Source: an optimization exercise on an open RTL-to-GDS flow (aim: small area). Production flows keep margins and buffers that such runs may drop. Function was checked by simulation only, so behaviour that the tests miss may differ from the original. Power figures rest on the tool's default switching activity, not on a simulated workload. The clock port is modelled as an ideal driver; clocking choices that lean on that would not hold on a real chip.

Setup of red:
## core_top
module core_top #(
	parameter int PROG_DEPTH = 64
) (
	input logic clk,
	input logic rst,
	input logic run,
	input logic psel,
	input logic penable,
	input logic pwrite,
	input logic [31:0] paddr,
	input logic [31:0] pwdata,
	output logic [31:0] prdata,
	output logic pready,
	output logic pslverr,
	output logic retire_valid,
	output logic [3:0] retire_rd,
	output logic [31:0] retire_data,
	output logic [3:0] flags
);
Size: ~6000 cells after synthesis, roughly 150 I/O pins, ~77000 um^2 of cells after synthesis.
Settings: LEC_CHECK=0, CAP_MARGIN=10, CORE_MARGIN=2, CORE_UTILIZATION=75, CTS_CLUSTER_DIAMETER=70, CTS_CLUSTER_SIZE=30, SLEW_MARGIN=10, SYNTH_HIERARCHICAL=1; clock period 10.0 ns.
standard.sh (not shown) runs the stock make flow with config.mk's settings and CLKGATE_MAP_FILE= SYNTH_SCRIPT=/design/flow/synth_recipe.tcl, a recipe that flattens the netlist after the stock synthesis.
==> flow/flow/run.sh <==
#!/bin/bash
set -euo pipefail
export CTS_ARGS="-sink_clustering_enable -repair_clock_nets -sink_clustering_size 30 -sink_clustering_max_diameter 70 -dont_use_dummy_load -tree_buf sky130_fd_sc_hd__clkbuf_8"
export BUFFER_PORTS_ARGS="-buffer_cell sky130_fd_sc_hd__buf_1"
bash standard.sh finish > flow.log 2>&1
--- input diff red..blue ---
==> flow/flow/run.sh <==
#!/bin/bash
set -euo pipefail
export CTS_ARGS="-sink_clustering_enable -repair_clock_nets -sink_clustering_size 30 -sink_clustering_max_diameter 70 -dont_use_dummy_load"
export BUFFER_PORTS_ARGS="-buffer_cell sky130_fd_sc_hd__buf_1"
bash standard.sh finish > flow.log 2>&1
--- a/flow/config.mk
+++ b/flow/config.mk
@@ -6,9 +6,9 @@
 export NUM_CORES = 4
 export LEC_CHECK = 0
-export CAP_MARGIN = 10
+export CAP_MARGIN = 5
 export CORE_MARGIN = 2
 export CORE_UTILIZATION = 75
 export CTS_CLUSTER_DIAMETER = 70
 export CTS_CLUSTER_SIZE = 30
-export SLEW_MARGIN = 10
+export SLEW_MARGIN = 5
 export SYNTH_HIERARCHICAL = 1
### Flow results
blue and red ended up with nearly the same utilization of the core after routing. Register share of the cell area essentially unchanged between blue and red. Worst-case hold slack: blue vs red — no meaningful difference. Worst setup slack: blue and red compared, higher one is blue. Re number of global-route vias before repair: blue is 0.34% up on red. Final area delta (blue -> red): insignificant. Summary of the comparison: achievable frequency is higher in blue, relative to red. blue — final critical-path share of the clock period 1.2 points lower, red as reference. On count of non-filler cells in the finished layout, red tracks blue almost exactly. The clock group share of total power was comparable across blue and red.

* * *

Another version of the RTL of core_top (not shown whole).
Size: ~2,800 flip-flops, ~150 I/O pins, roughly 78,000 um2 of cells after synthesis.
==> flow/config.mk <==
export PLATFORM = sky130hd
export DESIGN_NAME = core_top
export DESIGN_NICKNAME = core_top
export VERILOG_FILES = /design/flow/design.v
export SDC_FILE = /design/flow/constraint.sdc
export NUM_CORES = 4
export LEC_CHECK = 0
export CAP_MARGIN = 10
export CORE_MARGIN = 2
export CORE_UTILIZATION = 65
export CTS_CLUSTER_DIAMETER = 70
export CTS_CLUSTER_SIZE = 30
export SLEW_MARGIN = 10
export SYNTH_HIERARCHICAL = 1
==> flow/constraint.sdc <==
create_clock -name core_clock -period 10.0 [get_ports {clk}]
set_input_delay 2.0000 -clock core_clock [delete_from_list [all_inputs] [get_ports {clk}]]
set_output_delay 2.0000 -clock core_clock [all_outputs]
set_load 0.01 [all_outputs]
==> flow/flow/run.sh <==
#!/bin/bash
set -euo pipefail
export CTS_ARGS="-sink_clustering_enable -repair_clock_nets -sink_clustering_size 30 -sink_clustering_max_diameter 70 -dont_use_dummy_load"
bash standard.sh finish > flow.log 2>&1
Edit:
==> flow/run.sh (new file) <==
#!/bin/bash
# synth_recipe.tcl (not shown) runs the flow's synth.tcl, then flattens the netlist and writes it again
# the make line also repeats each setting of config.mk as NAME=value (left out here)
make -C /OpenROAD-flow-scripts/flow DESIGN_CONFIG=/design/flow/config.mk WORK_HOME=/design/flow/orfs CLKGATE_MAP_FILE= SYNTH_SCRIPT=/design/flow/synth_recipe.tcl finish
removed: flow/flow/run.sh
removed: flow/standard.sh
=>
- first-iteration DRC count climbs by about 3.3%
- sequential power hardly moves
- die area is unchanged
- design area grows by about 1.1%
- fmax hardly moves
- power climbs by about 4.5%
- utilization came out higher by 0.81 points
- flip-flop and latch count is unchanged
- hold slack gains 0.040 ns
- routed wire length climbs by about 0.32%
- synthesized area is unchanged

separate check: timing with driven ports:
No port has a modelled driver above. Below, the same layouts with a new extraction and two added sets of constraints. Step 1 assumes that a clkbuf_16 drives the clock port and a buf_2 every other input. Step 2, shift: input delay + t, output delay - t, t = (earliest + latest rising clock arrival at the registers) / 2. This alone moves slack from input paths to output paths. a / b / c = ideal ports / drivers / drivers and shift; a / b = the first two.
run	shift t [ns]	setup slack, ns	worst setup path after step 2	worst data-port slew with drivers (ns)	cell pins on the clock port's net
red	0.799	1.128 / 1.100 / 1.100	input to output	0.16	1
blue	0.780	1.243 / 1.219 / 1.219	input to output	0.16	1
the first run of note 2	0.795	0.441 / 0.417 / 0.417	input to output	0.13	1
the second run of note 2	0.826	0.416 / 0.391 / 0.391	input to output	0.14	1
After both steps every run listed still meets setup and hold. For red, which loses most, drivers alone change the setup slack by -0.028 ns; drivers and shift together by -0.028 ns.
